Context: an optimization exercise on an open-source flow, tuned for small area. The choices shown serve that exercise and are no tape-out recipe.
Function was checked by simulation only, so behaviour that the tests miss may differ from the original.
Power figures rest on the tool's default switching activity, not on a simulated workload.

==> design/flow/design.v <==
package myo_bridge_pkg;
  localparam int frame_bytes_lp  = 86;
  localparam int status_bytes_lp = 48;
  localparam int wr_entries_lp   = 50;
  localparam int rd_entries_lp   = 20;
  localparam logic [2:0] fk_half = 3'd0;
  localparam logic [2:0] fk_word = 3'd1;
  localparam logic [2:0] fk_flag = 3'd2;
  localparam logic [2:0] fk_pair = 3'd3;
  localparam logic [2:0] fk_byte = 3'd4;
endpackage
module spi_byte_slave (
  input  logic  iCLK,
  input  logic  arst_n_i,
  input  logic  sck_i,
  input  logic  ss_n_i,
  input  logic  mosi_i,
  input  logic [7:0] tx_byte_i,
  output logic  miso_o,
  output logic [7:0] rx_byte_o,
  output logic  rx_valid_o,
  output logic  frame_active_o
);
  logic [1:0] sck_sync_q;
  logic [1:0] ss_sync_q;
  logic [1:0] mosi_sync_q;
  logic       sck_prev_q;
  logic       active_prev_q;
  logic       frame_active;
  logic       sck_rise;
  logic       sck_fall;
  logic       select_edge;
  logic       frame_start;
  logic [2:0] bit_cnt_q;
  logic       rx_valid_q;
  logic [7:0] rx_sr_q;
  logic [7:0] tx_sr_q;
  always_ff @(posedge iCLK or negedge arst_n_i) begin
    if (!arst_n_i) begin
      sck_sync_q    <= '0;
      ss_sync_q     <= '1;
      mosi_sync_q   <= '0;
      sck_prev_q    <= 1'b0;
      active_prev_q <= 1'b0;
    end else begin
      sck_sync_q    <= {sck_sync_q[0], sck_i};
      ss_sync_q     <= {ss_sync_q[0], ss_n_i};
      mosi_sync_q   <= {mosi_sync_q[0], mosi_i};
      sck_prev_q    <= sck_sync_q[1];
      active_prev_q <= frame_active;
    end
  end
  assign frame_active = ~ss_sync_q[1];
  assign sck_rise     = sck_sync_q[1] & ~sck_prev_q;
  assign sck_fall     = ~sck_sync_q[1] & sck_prev_q;
  assign select_edge  = frame_active ^ active_prev_q;
  assign frame_start  = frame_active & ~active_prev_q;
  always_ff @(posedge iCLK or negedge arst_n_i) begin
    if (!arst_n_i) begin
      bit_cnt_q  <= '0;
      rx_valid_q <= 1'b0;
      tx_sr_q    <= '0;
    end else begin
      rx_valid_q <= 1'b0;
      if (select_edge) begin
        bit_cnt_q <= '0;
        tx_sr_q   <= frame_start ? tx_byte_i : '0;
      end else if (frame_active) begin
        if (sck_rise) begin
          bit_cnt_q  <= bit_cnt_q + 3'd1;
          rx_valid_q <= (bit_cnt_q == 3'd7);
        end
        if (sck_fall) begin
          if (bit_cnt_q == 3'd0) begin
            tx_sr_q <= tx_byte_i;
          end else begin
            tx_sr_q <= {tx_sr_q[6:0], 1'b0};
          end
        end
      end
    end
  end
  always_ff @(posedge iCLK) begin
    if (frame_active && sck_rise) begin
      rx_sr_q <= {rx_sr_q[6:0], mosi_sync_q[1]};
    end
  end
  assign miso_o         = tx_sr_q[7];
  assign rx_byte_o      = rx_sr_q;
  assign rx_valid_o     = rx_valid_q;
  assign frame_active_o = frame_active;
endmodule
module frame_rx_buffer (
  input  logic                        iCLK,
  input  logic                        arst_n_i,
  input  logic [7:0]                  rx_byte_i,
  input  logic                        rx_valid_i,
  input  logic                        frame_active_i,
  output logic [8*myo_bridge_pkg::frame_bytes_lp-1:0] frame_bytes_o,
  output logic                        frame_done_o
);
  logic [6:0]                  wr_idx_q;
  logic                        active_q;
  logic                        frame_done_q;
  logic                        idx_at_end;
  logic [8*myo_bridge_pkg::frame_bytes_lp-1:0] frame_q;
  assign idx_at_end = (wr_idx_q == 7'(myo_bridge_pkg::frame_bytes_lp - 1));
  always_ff @(posedge iCLK or negedge arst_n_i) begin
    if (!arst_n_i) begin
      wr_idx_q     <= '0;
      active_q     <= 1'b0;
      frame_done_q <= 1'b0;
    end else begin
      active_q     <= frame_active_i;
      frame_done_q <= active_q & ~frame_active_i;
      if (frame_active_i && !active_q) begin
        wr_idx_q <= '0;
      end else if (rx_valid_i && !idx_at_end) begin
        wr_idx_q <= wr_idx_q + 7'd1;
      end
    end
  end
  always_ff @(posedge iCLK) begin
    if (rx_valid_i) begin
      frame_q[8*wr_idx_q +: 8] <= rx_byte_i;
    end
  end
  assign frame_bytes_o = frame_q;
  assign frame_done_o  = frame_done_q;
endmodule
module status_tx_buffer (
  input  logic        iCLK,
  input  logic        arst_n_i,
  input  logic        st_we_i,
  input  logic [5:0]  st_offset_i,
  input  logic        st_wide_i,
  input  logic [31:0] st_data_i,
  input  logic        rx_valid_i,
  input  logic        frame_active_i,
  output logic [7:0]  tx_byte_o
);
  logic [8*myo_bridge_pkg::status_bytes_lp-1:0] st_mem_q;
  logic [6:0] rd_idx_q;
  logic       active_q;
  logic       idx_in_range;
  always_ff @(posedge iCLK or negedge arst_n_i) begin
    if (!arst_n_i) begin
      st_mem_q <= '0;
    end else if (st_we_i) begin
      st_mem_q[8*st_offset_i +: 8]        <= st_data_i[7:0];
      st_mem_q[8*(st_offset_i + 6'd1) +: 8] <= st_data_i[15:8];
      if (st_wide_i) begin
        st_mem_q[8*(st_offset_i + 6'd2) +: 8] <= st_data_i[23:16];
        st_mem_q[8*(st_offset_i + 6'd3) +: 8] <= st_data_i[31:24];
      end
    end
  end
  assign idx_in_range = (rd_idx_q < 7'(myo_bridge_pkg::status_bytes_lp));
  always_ff @(posedge iCLK or negedge arst_n_i) begin
    if (!arst_n_i) begin
      rd_idx_q <= '0;
      active_q <= 1'b0;
    end else begin
      active_q <= frame_active_i;
      if (active_q && !frame_active_i) begin
        rd_idx_q <= '0;
      end else if (rx_valid_i && idx_in_range) begin
        rd_idx_q <= rd_idx_q + 7'd1;
      end
    end
  end
  assign tx_byte_o = idx_in_range ? st_mem_q[8*rd_idx_q[5:0] +: 8] : '0;
endmodule
module reg_sequencer (
  input  logic                        iCLK,
  input  logic                        arst_n_i,
  input  logic                        frame_done_i,
  input  logic [8*myo_bridge_pkg::frame_bytes_lp-1:0] frame_bytes_i,
  input  logic [31:0]                 av_readdata_i,
  input  logic                        av_waitrequest_i,
  output logic [15:0]                 av_address_o,
  output logic [31:0]                 av_writedata_o,
  output logic                        av_write_o,
  output logic                        av_read_o,
  output logic                        st_we_o,
  output logic [5:0]                  st_offset_o,
  output logic                        st_wide_o,
  output logic [31:0]                 st_data_o
);
  localparam logic [1:0] idle_s  = 2'd0;
  localparam logic [1:0] issue_s = 2'd1;
  localparam logic [1:0] wait_s  = 2'd2;
  localparam logic [1:0] next_s  = 2'd3;
  logic [1:0]  state_q;
  logic [6:0]  ent_q;
  logic [6:0]  load_ent;
  logic        load_en;
  logic        load_is_wr;
  logic        xfer_done;
  logic        last_ent;
  logic [5:0]  wr_sel;
  logic [4:0]  rd_sel;
  logic [4:0]  cur_rd_sel;
  logic        wr_q;
  logic        rd_q;
  logic [15:0] addr_q;
  logic [31:0] wdata_q;
  logic        st_we_q;
  logic [5:0]  st_offset_q;
  logic        st_wide_q;
  logic [31:0] st_data_q;
  logic [15:0] wr_addr;
  logic [6:0]  wr_off;
  logic [2:0]  wr_bit;
  logic [2:0]  wr_kind;
  logic [31:0] wr_data;
  logic [15:0] rd_addr;
  logic [5:0]  rd_off;
  logic        rd_wide;
  always_comb begin
    wr_addr = '0;
    wr_off  = '0;
    wr_bit  = '0;
    wr_kind = myo_bridge_pkg::fk_half;
    case (wr_sel)
      6'd0: begin wr_addr = 16'h0000; wr_off = 7'd0; wr_bit = 3'd0; wr_kind = myo_bridge_pkg::fk_half; end
      6'd1: begin wr_addr = 16'h0001; wr_off = 7'd2; wr_bit = 3'd0; wr_kind = myo_bridge_pkg::fk_half; end
      6'd2: begin wr_addr = 16'h0002; wr_off = 7'd4; wr_bit = 3'd0; wr_kind = myo_bridge_pkg::fk_half; end
      6'd3: begin wr_addr = 16'h0003; wr_off = 7'd6; wr_bit = 3'd0; wr_kind = myo_bridge_pkg::fk_half; end
      6'd4: begin wr_addr = 16'h0100; wr_off = 7'd8; wr_bit = 3'd0; wr_kind = myo_bridge_pkg::fk_half; end
      6'd5: begin wr_addr = 16'h0101; wr_off = 7'd10; wr_bit = 3'd0; wr_kind = myo_bridge_pkg::fk_half; end
      6'd6: begin wr_addr = 16'h0102; wr_off = 7'd12; wr_bit = 3'd0; wr_kind = myo_bridge_pkg::fk_half; end
      6'd7: begin wr_addr = 16'h0103; wr_off = 7'd14; wr_bit = 3'd0; wr_kind = myo_bridge_pkg::fk_half; end
      6'd8: begin wr_addr = 16'h0200; wr_off = 7'd16; wr_bit = 3'd0; wr_kind = myo_bridge_pkg::fk_half; end
      6'd9: begin wr_addr = 16'h0201; wr_off = 7'd18; wr_bit = 3'd0; wr_kind = myo_bridge_pkg::fk_half; end
      6'd10: begin wr_addr = 16'h0202; wr_off = 7'd20; wr_bit = 3'd0; wr_kind = myo_bridge_pkg::fk_half; end
      6'd11: begin wr_addr = 16'h0203; wr_off = 7'd22; wr_bit = 3'd0; wr_kind = myo_bridge_pkg::fk_half; end
      6'd12: begin wr_addr = 16'h0300; wr_off = 7'd24; wr_bit = 3'd0; wr_kind = myo_bridge_pkg::fk_word; end
      6'd13: begin wr_addr = 16'h0301; wr_off = 7'd28; wr_bit = 3'd0; wr_kind = myo_bridge_pkg::fk_word; end
      6'd14: begin wr_addr = 16'h0302; wr_off = 7'd32; wr_bit = 3'd0; wr_kind = myo_bridge_pkg::fk_word; end
      6'd15: begin wr_addr = 16'h0303; wr_off = 7'd36; wr_bit = 3'd0; wr_kind = myo_bridge_pkg::fk_word; end
      6'd16: begin wr_addr = 16'h0500; wr_off = 7'd40; wr_bit = 3'd0; wr_kind = myo_bridge_pkg::fk_half; end
      6'd17: begin wr_addr = 16'h0501; wr_off = 7'd42; wr_bit = 3'd0; wr_kind = myo_bridge_pkg::fk_half; end
      6'd18: begin wr_addr = 16'h0502; wr_off = 7'd44; wr_bit = 3'd0; wr_kind = myo_bridge_pkg::fk_half; end
      6'd19: begin wr_addr = 16'h0503; wr_off = 7'd46; wr_bit = 3'd0; wr_kind = myo_bridge_pkg::fk_half; end
      6'd20: begin wr_addr = 16'h0600; wr_off = 7'd48; wr_bit = 3'd0; wr_kind = myo_bridge_pkg::fk_half; end
      6'd21: begin wr_addr = 16'h0601; wr_off = 7'd50; wr_bit = 3'd0; wr_kind = myo_bridge_pkg::fk_half; end
      6'd22: begin wr_addr = 16'h0602; wr_off = 7'd52; wr_bit = 3'd0; wr_kind = myo_bridge_pkg::fk_half; end
      6'd23: begin wr_addr = 16'h0603; wr_off = 7'd54; wr_bit = 3'd0; wr_kind = myo_bridge_pkg::fk_half; end
      6'd24: begin wr_addr = 16'h0700; wr_off = 7'd56; wr_bit = 3'd0; wr_kind = myo_bridge_pkg::fk_half; end
      6'd25: begin wr_addr = 16'h0701; wr_off = 7'd58; wr_bit = 3'd0; wr_kind = myo_bridge_pkg::fk_half; end
      6'd26: begin wr_addr = 16'h0702; wr_off = 7'd60; wr_bit = 3'd0; wr_kind = myo_bridge_pkg::fk_half; end
      6'd27: begin wr_addr = 16'h0703; wr_off = 7'd62; wr_bit = 3'd0; wr_kind = myo_bridge_pkg::fk_half; end
      6'd28: begin wr_addr = 16'h0800; wr_off = 7'd64; wr_bit = 3'd0; wr_kind = myo_bridge_pkg::fk_half; end
      6'd29: begin wr_addr = 16'h0801; wr_off = 7'd66; wr_bit = 3'd0; wr_kind = myo_bridge_pkg::fk_half; end
      6'd30: begin wr_addr = 16'h0802; wr_off = 7'd68; wr_bit = 3'd0; wr_kind = myo_bridge_pkg::fk_half; end
      6'd31: begin wr_addr = 16'h0803; wr_off = 7'd70; wr_bit = 3'd0; wr_kind = myo_bridge_pkg::fk_half; end
      6'd32: begin wr_addr = 16'h0900; wr_off = 7'd72; wr_bit = 3'd0; wr_kind = myo_bridge_pkg::fk_half; end
      6'd33: begin wr_addr = 16'h0901; wr_off = 7'd74; wr_bit = 3'd0; wr_kind = myo_bridge_pkg::fk_half; end
      6'd34: begin wr_addr = 16'h0902; wr_off = 7'd76; wr_bit = 3'd0; wr_kind = myo_bridge_pkg::fk_half; end
      6'd35: begin wr_addr = 16'h0903; wr_off = 7'd78; wr_bit = 3'd0; wr_kind = myo_bridge_pkg::fk_half; end
      6'd36: begin wr_addr = 16'h0b03; wr_off = 7'd80; wr_bit = 3'd7; wr_kind = myo_bridge_pkg::fk_flag; end
      6'd37: begin wr_addr = 16'h0c03; wr_off = 7'd80; wr_bit = 3'd6; wr_kind = myo_bridge_pkg::fk_flag; end
      6'd38: begin wr_addr = 16'h0d03; wr_off = 7'd80; wr_bit = 3'd5; wr_kind = myo_bridge_pkg::fk_flag; end
      6'd39: begin wr_addr = 16'h0d03; wr_off = 7'd80; wr_bit = 3'd4; wr_kind = myo_bridge_pkg::fk_flag; end
      6'd40: begin wr_addr = 16'h0d03; wr_off = 7'd80; wr_bit = 3'd3; wr_kind = myo_bridge_pkg::fk_flag; end
      6'd41: begin wr_addr = 16'h0d03; wr_off = 7'd80; wr_bit = 3'd2; wr_kind = myo_bridge_pkg::fk_flag; end
      6'd42: begin wr_addr = 16'h0a03; wr_off = 7'd81; wr_bit = 3'd6; wr_kind = myo_bridge_pkg::fk_pair; end
      6'd43: begin wr_addr = 16'h0a03; wr_off = 7'd81; wr_bit = 3'd4; wr_kind = myo_bridge_pkg::fk_pair; end
      6'd44: begin wr_addr = 16'h0a03; wr_off = 7'd81; wr_bit = 3'd2; wr_kind = myo_bridge_pkg::fk_pair; end
      6'd45: begin wr_addr = 16'h0a03; wr_off = 7'd81; wr_bit = 3'd0; wr_kind = myo_bridge_pkg::fk_pair; end
      6'd46: begin wr_addr = 16'h1400; wr_off = 7'd82; wr_bit = 3'd0; wr_kind = myo_bridge_pkg::fk_byte; end
      6'd47: begin wr_addr = 16'h1401; wr_off = 7'd83; wr_bit = 3'd0; wr_kind = myo_bridge_pkg::fk_byte; end
      6'd48: begin wr_addr = 16'h1402; wr_off = 7'd84; wr_bit = 3'd0; wr_kind = myo_bridge_pkg::fk_byte; end
      6'd49: begin wr_addr = 16'h1403; wr_off = 7'd85; wr_bit = 3'd0; wr_kind = myo_bridge_pkg::fk_byte; end
      default: ;
    endcase
  end
  always_comb begin
    rd_addr = '0;
    case (rd_sel)
      5'd0: rd_addr = 16'h0b00;
      5'd1: rd_addr = 16'h0b01;
      5'd2: rd_addr = 16'h0b02;
      5'd3: rd_addr = 16'h0b03;
      5'd4: rd_addr = 16'h0c00;
      5'd5: rd_addr = 16'h0c01;
      5'd6: rd_addr = 16'h0c02;
      5'd7: rd_addr = 16'h0c03;
      5'd8: rd_addr = 16'h0e00;
      5'd9: rd_addr = 16'h0e01;
      5'd10: rd_addr = 16'h0e02;
      5'd11: rd_addr = 16'h0e03;
      5'd12: rd_addr = 16'h0d00;
      5'd13: rd_addr = 16'h0d01;
      5'd14: rd_addr = 16'h0d02;
      5'd15: rd_addr = 16'h0d03;
      5'd16: rd_addr = 16'h0f00;
      5'd17: rd_addr = 16'h0f01;
      5'd18: rd_addr = 16'h0f02;
      5'd19: rd_addr = 16'h0f03;
      default: ;
    endcase
  end
  always_comb begin
    rd_off  = '0;
    rd_wide = 1'b0;
    case (cur_rd_sel)
      5'd0: begin rd_off = 6'd0; rd_wide = 1'b1; end
      5'd1: begin rd_off = 6'd4; rd_wide = 1'b1; end
      5'd2: begin rd_off = 6'd8; rd_wide = 1'b1; end
      5'd3: begin rd_off = 6'd12; rd_wide = 1'b1; end
      5'd4: begin rd_off = 6'd16; rd_wide = 1'b0; end
      5'd5: begin rd_off = 6'd18; rd_wide = 1'b0; end
      5'd6: begin rd_off = 6'd20; rd_wide = 1'b0; end
      5'd7: begin rd_off = 6'd22; rd_wide = 1'b0; end
      5'd8: begin rd_off = 6'd24; rd_wide = 1'b0; end
      5'd9: begin rd_off = 6'd26; rd_wide = 1'b0; end
      5'd10: begin rd_off = 6'd28; rd_wide = 1'b0; end
      5'd11: begin rd_off = 6'd30; rd_wide = 1'b0; end
      5'd12: begin rd_off = 6'd32; rd_wide = 1'b0; end
      5'd13: begin rd_off = 6'd34; rd_wide = 1'b0; end
      5'd14: begin rd_off = 6'd36; rd_wide = 1'b0; end
      5'd15: begin rd_off = 6'd38; rd_wide = 1'b0; end
      5'd16: begin rd_off = 6'd40; rd_wide = 1'b0; end
      5'd17: begin rd_off = 6'd42; rd_wide = 1'b0; end
      5'd18: begin rd_off = 6'd44; rd_wide = 1'b0; end
      5'd19: begin rd_off = 6'd46; rd_wide = 1'b0; end
      default: ;
    endcase
  end
  always_comb begin
    wr_data = '0;
    case (wr_kind)
      myo_bridge_pkg::fk_half: wr_data[15:0] = {frame_bytes_i[8*(wr_off + 7'd1) +: 8], frame_bytes_i[8*wr_off +: 8]};
      myo_bridge_pkg::fk_word: wr_data = {frame_bytes_i[8*(wr_off + 7'd3) +: 8], frame_bytes_i[8*(wr_off + 7'd2) +: 8],
                          frame_bytes_i[8*(wr_off + 7'd1) +: 8], frame_bytes_i[8*wr_off +: 8]};
      myo_bridge_pkg::fk_flag: wr_data[0]    = frame_bytes_i[8*wr_off + wr_bit];
      myo_bridge_pkg::fk_pair: wr_data[1:0]  = frame_bytes_i[8*wr_off + wr_bit +: 2];
      default: wr_data[7:0]  = frame_bytes_i[8*wr_off +: 8];
    endcase
  end
  assign xfer_done  = ((state_q == issue_s) || (state_q == wait_s)) && !av_waitrequest_i;
  assign last_ent   = (ent_q == 7'(myo_bridge_pkg::wr_entries_lp + myo_bridge_pkg::rd_entries_lp - 1));
  assign load_en    = ((state_q == idle_s) && frame_done_i) || ((state_q == next_s) && !last_ent);
  assign load_ent   = (state_q == idle_s) ? 7'd0 : ent_q + 7'd1;
  assign load_is_wr = (load_ent < 7'(myo_bridge_pkg::wr_entries_lp));
  assign wr_sel     = load_ent[5:0];
  assign rd_sel     = 5'(load_ent - 7'(myo_bridge_pkg::wr_entries_lp));
  assign cur_rd_sel = 5'(ent_q - 7'(myo_bridge_pkg::wr_entries_lp));
  always_ff @(posedge iCLK or negedge arst_n_i) begin
    if (!arst_n_i) begin
      state_q <= idle_s;
      ent_q   <= '0;
      wr_q    <= 1'b0;
      rd_q    <= 1'b0;
      st_we_q <= 1'b0;
    end else begin
      st_we_q <= xfer_done & rd_q;
      if (load_en) begin
        state_q <= issue_s;
        ent_q   <= load_ent;
        wr_q    <= load_is_wr;
        rd_q    <= !load_is_wr;
      end else if (xfer_done) begin
        state_q <= next_s;
        wr_q    <= 1'b0;
        rd_q    <= 1'b0;
      end else if (state_q == issue_s) begin
        state_q <= wait_s;
      end else if (state_q == next_s) begin
        state_q <= idle_s;
      end
    end
  end
  always_ff @(posedge iCLK) begin
    if (load_en) begin
      if (load_is_wr) begin
        addr_q  <= wr_addr;
        wdata_q <= wr_data;
      end else begin
        addr_q  <= rd_addr;
        wdata_q <= '0;
      end
    end
    if (xfer_done && rd_q) begin
      st_offset_q <= rd_off;
      st_wide_q   <= rd_wide;
      st_data_q   <= av_readdata_i;
    end
  end
  assign av_address_o   = addr_q;
  assign av_writedata_o = wdata_q;
  assign av_write_o     = wr_q;
  assign av_read_o      = rd_q;
  assign st_we_o     = st_we_q;
  assign st_offset_o = st_offset_q;
  assign st_wide_o   = st_wide_q;
  assign st_data_o   = st_data_q;
endmodule
module forearm_spi_bridge (
  input  logic        iCLK,
  input  logic        arst_n_i,
  input  logic        sck_i,
  input  logic        ss_n_i,
  input  logic        mosi_i,
  input  logic [31:0] av_readdata_i,
  input  logic        av_waitrequest_i,
  output logic        miso_o,
  output logic [15:0] av_address_o,
  output logic [31:0] av_writedata_o,
  output logic        av_write_o,
  output logic        av_read_o
);
  logic [7:0]                  rx_byte;
  logic                        rx_valid;
  logic                        frame_active;
  logic [7:0]                  tx_byte;
  logic [8*myo_bridge_pkg::frame_bytes_lp-1:0] frame_bytes;
  logic                        frame_done;
  logic                        st_we;
  logic [5:0]                  st_offset;
  logic                        st_wide;
  logic [31:0]                 st_data;
  spi_byte_slave spi_i (
    .iCLK           (iCLK),
    .arst_n_i       (arst_n_i),
    .sck_i          (sck_i),
    .ss_n_i         (ss_n_i),
    .mosi_i         (mosi_i),
    .tx_byte_i      (tx_byte),
    .miso_o         (miso_o),
    .rx_byte_o      (rx_byte),
    .rx_valid_o     (rx_valid),
    .frame_active_o (frame_active)
  );
  frame_rx_buffer rx_buf_i (
    .iCLK           (iCLK),
    .arst_n_i       (arst_n_i),
    .rx_byte_i      (rx_byte),
    .rx_valid_i     (rx_valid),
    .frame_active_i (frame_active),
    .frame_bytes_o  (frame_bytes),
    .frame_done_o   (frame_done)
  );
  status_tx_buffer st_buf_i (
    .iCLK           (iCLK),
    .arst_n_i       (arst_n_i),
    .st_we_i        (st_we),
    .st_offset_i    (st_offset),
    .st_wide_i      (st_wide),
    .st_data_i      (st_data),
    .rx_valid_i     (rx_valid),
    .frame_active_i (frame_active),
    .tx_byte_o      (tx_byte)
  );
  reg_sequencer seq_i (
    .iCLK             (iCLK),
    .arst_n_i         (arst_n_i),
    .frame_done_i     (frame_done),
    .frame_bytes_i    (frame_bytes),
    .av_readdata_i    (av_readdata_i),
    .av_waitrequest_i (av_waitrequest_i),
    .av_address_o     (av_address_o),
    .av_writedata_o   (av_writedata_o),
    .av_write_o       (av_write_o),
    .av_read_o        (av_read_o),
    .st_we_o          (st_we),
    .st_offset_o      (st_offset),
    .st_wide_o        (st_wide),
    .st_data_o        (st_data)
  );
endmodule
==> design/flow/run.sh <==
#!/bin/bash
# synth_recipe.tcl (not shown) runs the flow's synth.tcl, then flattens the netlist and writes it again
# the make line also repeats each setting of config.mk as NAME=value (left out here)
make -C /OpenROAD-flow-scripts/flow DESIGN_CONFIG=/design/flow/config.mk WORK_HOME=/design/flow/orfs CLKGATE_MAP_FILE= SYNTH_SCRIPT=/design/flow/synth_recipe.tcl finish
==> design/flow/config.mk <==
export PLATFORM = sky130hd
export DESIGN_NAME = forearm_spi_bridge
export DESIGN_NICKNAME = forearm_spi_bridge
export VERILOG_FILES = /design/flow/design.v
export SDC_FILE = /design/flow/constraint.sdc
export NUM_CORES = 4
export LEC_CHECK = 0
export CAP_MARGIN = 20
export CORE_MARGIN = 2
export CORE_UTILIZATION = 40
export SLEW_MARGIN = 20
==> design/flow/constraint.sdc <==
create_clock -name core_clock -period 10.0 [get_ports {iCLK}]
set_input_delay 2.0000 -clock core_clock [delete_from_list [all_inputs] [get_ports {iCLK}]]
set_output_delay 2.0000 -clock core_clock [all_outputs]
set_load 0.01 [all_outputs]
==> summary.txt <==
cell usage in the layout (no fill, tap or decap), types with 21 or more instances in the layout:
| cell type | netlist | routed |
|---|---|---|
| o22ai_1 | 205 | 205 |
| a22oi_1 | 220 | 220 |
| o211ai_1 | 42 | 42 |
| buf_4 | 48 | 140 |
| nand3_1 | 356 | 356 |
| a31oi_1 | 96 | 96 |
| o21a_1 | 99 | 98 |
| mux4_2 | 132 | 132 |
| nor2b_1 | 29 | 21 |
| inv_1 | 51 | 50 |
| a211oi_1 | 414 | 414 |
| a22o_1 | 26 | 26 |
| o221ai_1 | 101 | 101 |
| nand4_1 | 32 | 32 |
| mux2i_1 | 437 | 435 |
| a311oi_1 | 234 | 234 |
| clkdlybuf4s50_1 | 0 | 78 |
| ha_1 | 49 | 49 |
| dfrtp_1 | 429 | 424 |
| clkbuf_16 | 0 | 154 |
| a21boi_1 | 25 | 25 |
| nor2_1 | 583 | 562 |
| edfxtp_1 | 773 | 773 |
| nand2_1 | 1286 | 1284 |
| mux2_2 | 704 | 704 |
| and2_1 | 32 | 21 |
| nor3_1 | 77 | 75 |
| and3_1 | 221 | 221 |
| clkinv_2 | 0 | 28 |
| buf_12 | 0 | 23 |
| clkbuf_1 | 386 | 31 |
| a21oi_1 | 540 | 540 |
| o21ai_0 | 83 | 83 |
through the flow:
| step | hold WS [ns] | cell area [um^2] | total power (uW) |
|---|---|---|---|
| after floorplan | 0.331 | 81200 | 13200 |
| after global placement | 0.332 | 83600 | 17500 |
| after detailed placement | 0.345 | 83700 | 17600 |
| after CTS | 0.343 | 88500 | 23100 |
| after global routing | 0.356 | 88600 | 24200 |
| final | 0.345 | 88600 | 23700 |
area by class of cell:
cell class | count | area (um^2) | area share (%)
clock buffers | 194 | 4090 | 4.62
repair buffers | 247 | 2380 | 2.69
diodes | 10 | 25.0 | 0.0282
flip-flops and latches | 1204 | 34000 | 38.4
inverters | 52 | 195 | 0.220
well taps | 2672 | 3340 | 3.77
clock inverters | 82 | 792 | 0.894
multi-input cells | 6297 | 43800 | 49.4
cells by family (layout without fill, tap and decap cells):
| group | after synthesis | count (layout) |
|---|---|---|
| AND/OR/NAND/NOR | 2694 | 2694 |
| AO/OA/AOI/OAI | 2243 | 2243 |
| multiplexers | 1276 | 1276 |
| flip-flops | 1204 | 1204 |
| buffers and inverters | 828 | 575 |
| adder cells (fa/ha/maj) | 49 | 49 |
| XOR/XNOR | 26 | 26 |
| other | 1 | 19 |
synthesized netlist by cell type (all sizes together) (26+ instances only):
library cell / instances / share of area [%]
a211oi: 415 / 3.8
a21boi: 30 / 0.28
a21oi: 540 / 3.3
a22o: 26 / 0.28
a22oi: 220 / 2.0
a311oi: 234 / 2.5
a31oi: 96 / 0.74
and2: 37 / 0.29
and3: 221 / 1.7
buf: 390 / 2.5
clkbuf: 386 / 1.8
dfrtp: 429 / 13
edfxtp: 773 / 29
ha: 49 / 0.76
inv: 52 / 0.24
mux2: 704 / 9.8
mux2i: 439 / 5.4
mux4: 133 / 3.7
nand2: 1288 / 6.0
nand3: 357 / 2.2
nand4: 33 / 0.26
nor2: 584 / 2.7
nor2b: 29 / 0.22
nor3: 79 / 0.50
o211ai: 43 / 0.40
o21a: 99 / 0.92
o21ai: 91 / 0.59
o221ai: 101 / 1.1
o22ai: 205 / 1.6
per-layer routing:
metal / GRT usage, % / up-vias / wire [um] / share of wire [%]
met1: 47.1 / 37568 / 145000 / 39
met5: 0 / - / 159 / 0.043
met4: 18.7 / 24 / 23400 / 6.3
met2: 48.9 / 5616 / 153000 / 41
li1: - / 31141 / - / -
met3: 11.6 / 1103 / 51000 / 14
power breakdown:
| part | switching (uW) | total (uW) | internal (uW) | leakage [uW] |
|---|---|---|---|---|
| Sequential | 220 | 5680 | 5460 | 0.0106 |
| Clock | 2430 | 5550 | 3120 | 0.00237 |
| Combinational | 8900 | 12500 | 3570 | 0.0152 |
| Total | 11500 | 23700 | 12200 | 0.0282 |
sequential cells by signal, summed over array words and instances, names as in the netlist, 8 cells and up:
signal,count
spi_i.rx_sr_q,8
seq_i.st_data_q,32
rx_buf_i.frame_q,688
st_buf_i.st_mem_q,384
spi_i.tx_sr_q,8
seq_i.wdata_q,32
path summary, 6_finish.rpt:
check	to	slack [ns]	cells past startpoint
max reg2reg	seq_i.wdata_q[2]	3.05	16
max in group asynchronous	rx_buf_i.wr_idx_q[1]	6.65	3
min in group asynchronous	st_buf_i.st_mem_q[260]	1.12	1
min reg2reg	spi_i.sck_sync_q[1]	0.35	0
min	spi_i.sck_sync_q[1]	0.35	0
max	seq_i.wdata_q[2]	3.05	16
worst max-delay path: cells and delay by family, from the launching register on:
family                     cells  cell delay [ns]
DFF                            1             0.80
buffers and inverters          2             0.83
and+or+nand+nor                5             1.20
xor gates and xnor gates       1             0.35
muxes                          1             0.31
adders and majority gates      2             0.64
AOI/OAI and AO/OA              5             2.44
==> summary.txt <==
status finished clean; Worst VDD drop 0.338 mV; final setup TNS 0 ns; Max Clock Skew 0.0472 ns; Initial Util 40.2%; worst-path fanout max 97; Final Wtd Congestion 1.06; clock net sink count 1204; pre-CTS setup slack 3.30 ns; nets 8039; largest family of logic cells by synthesized area compound AO/OA/AOI/OAI gates; Num CTS Buffers 150; Power Density 267 nW/um^2; initial antenna violation count 22; Leak 0.0282 uW; post-layout util 43.9%; Hold Path Class register to register; clk root buf clkbuf_16; WP data required 10.57 ns; compound-cell area share of the yosys netlist 19.2%; worst skew pair latency 0.85 ns; Worst Setup End Kind register; htree depth 4; Post-synth ARST share 35.8%; die area 207000 um^2; Setup CP Type register to register; vias in the first global route 68827; DR vias/cell 7.01; HPWL after DPL 250000 um; filler cell count 19232; die width 454 um; min-delay src spi_i.sck_sync_q[0]; Routed WL 372000 um; DRT Pass-1 Iters 9; Most used DFF post-synth edfxtp_1; CP cell instances ha_1, xor2_2, nand2_1, inv_1, ha_1, nand2_1, a211oi_1, o21ai_4, nand2_8, buf_12, mux2i_1, nand2_1, a311oi_1, a21oi_1, a21oi_1, nand3_1; EDFF count, synth 773; via count 75452; layout cell share with drive strength beyond 1 16.5%; Post-Synth Adder-Cell Area 0.755%; Yosys reg bits 1204; first-pass GRT wire length 522000 um; post-synthesis mux area share 18.9%; core area 202000 um^2; final hold vios 0; Tmin final 6.95 ns; Startpoint Class register; FP Rows 165; Die Ht 454 um; area delta synth->final 9.16%; RSZ-0062 raised after global routing false; post_cts resized 0; # setup viols final 0; Antenna Nets Post-Route 0; port buffer count 79; Worst-Margin Slew 1.29 ns; Final period util 69.5%; Placed Cells 10470; Synth Warn # 4; average wire per cell in the routed design 34.6 um; # DRC 0; CP dominant cell by count nand2_1; f_max 144 MHz; GRT Residual Overflow 0; max cap viols 0; Seq/Total Area, Yosys 41.9%; largest net degree at the start of global routing 203; CP peak stage delay 0.86 ns; launch point of the worst reg-to-reg path seq_i.ent_q[0]; Avg Inst Size Synth 9.75 um^2; post-CTS setup repair buffer count 0; Slowest-stage cell, CP a311oi_1; Netlist Area Pre-Place 81200 um^2; Clock Path Buffers 3; I/O pins 89; overall routing resource usage 34.8%; TritonCTS clock tree yes; Detailed Route Iter0 Violations 12302; clock transition at the registers of the reported paths 0.06 ns; worst setup margin 3.05 ns; cells after synthesis 8321; CTS Hold Bufs 0; Finished Layout Cells 10758; CP arrival 7.52 ns; Post-Synth Simple-Gate Area 14.4%; Distinct cells, synth 98; post-synthesis share of cell area spent on xor and xnor gates 0.290%; Critical Path Source seq_i.ent_q[0]; max_slew headroom 13.8%; max-slew violation count 0

-- what the ideal ports hide --
Ports are ideal in the flow. The routed layout listed here was re-timed in OpenROAD. Step 1 sets driving cells, clkbuf_16 on the clock port and buf_2 on the other inputs (assumed; they add their load-dependent delay and slew). Step 2 moves the port delays by t, midway between the first and last clock arrival at a register: inputs arrive t later, outputs are due t later. That takes back most of the time a late clock gives input paths. Slacks: no drivers / after step 1 / after step 2; pairs: no drivers / after step 1.
shift t [ns]: 0.919
setup slack, ns: 3.048 / 3.048 / 3.048
worst setup path after step 2: register to register
latest minus earliest clock arrival (ns): 0.049 / 0.049
After both steps setup and hold are still met in this run. For this run, drivers alone change the setup slack by 0.000 ns; drivers and shift together by 0.000 ns.
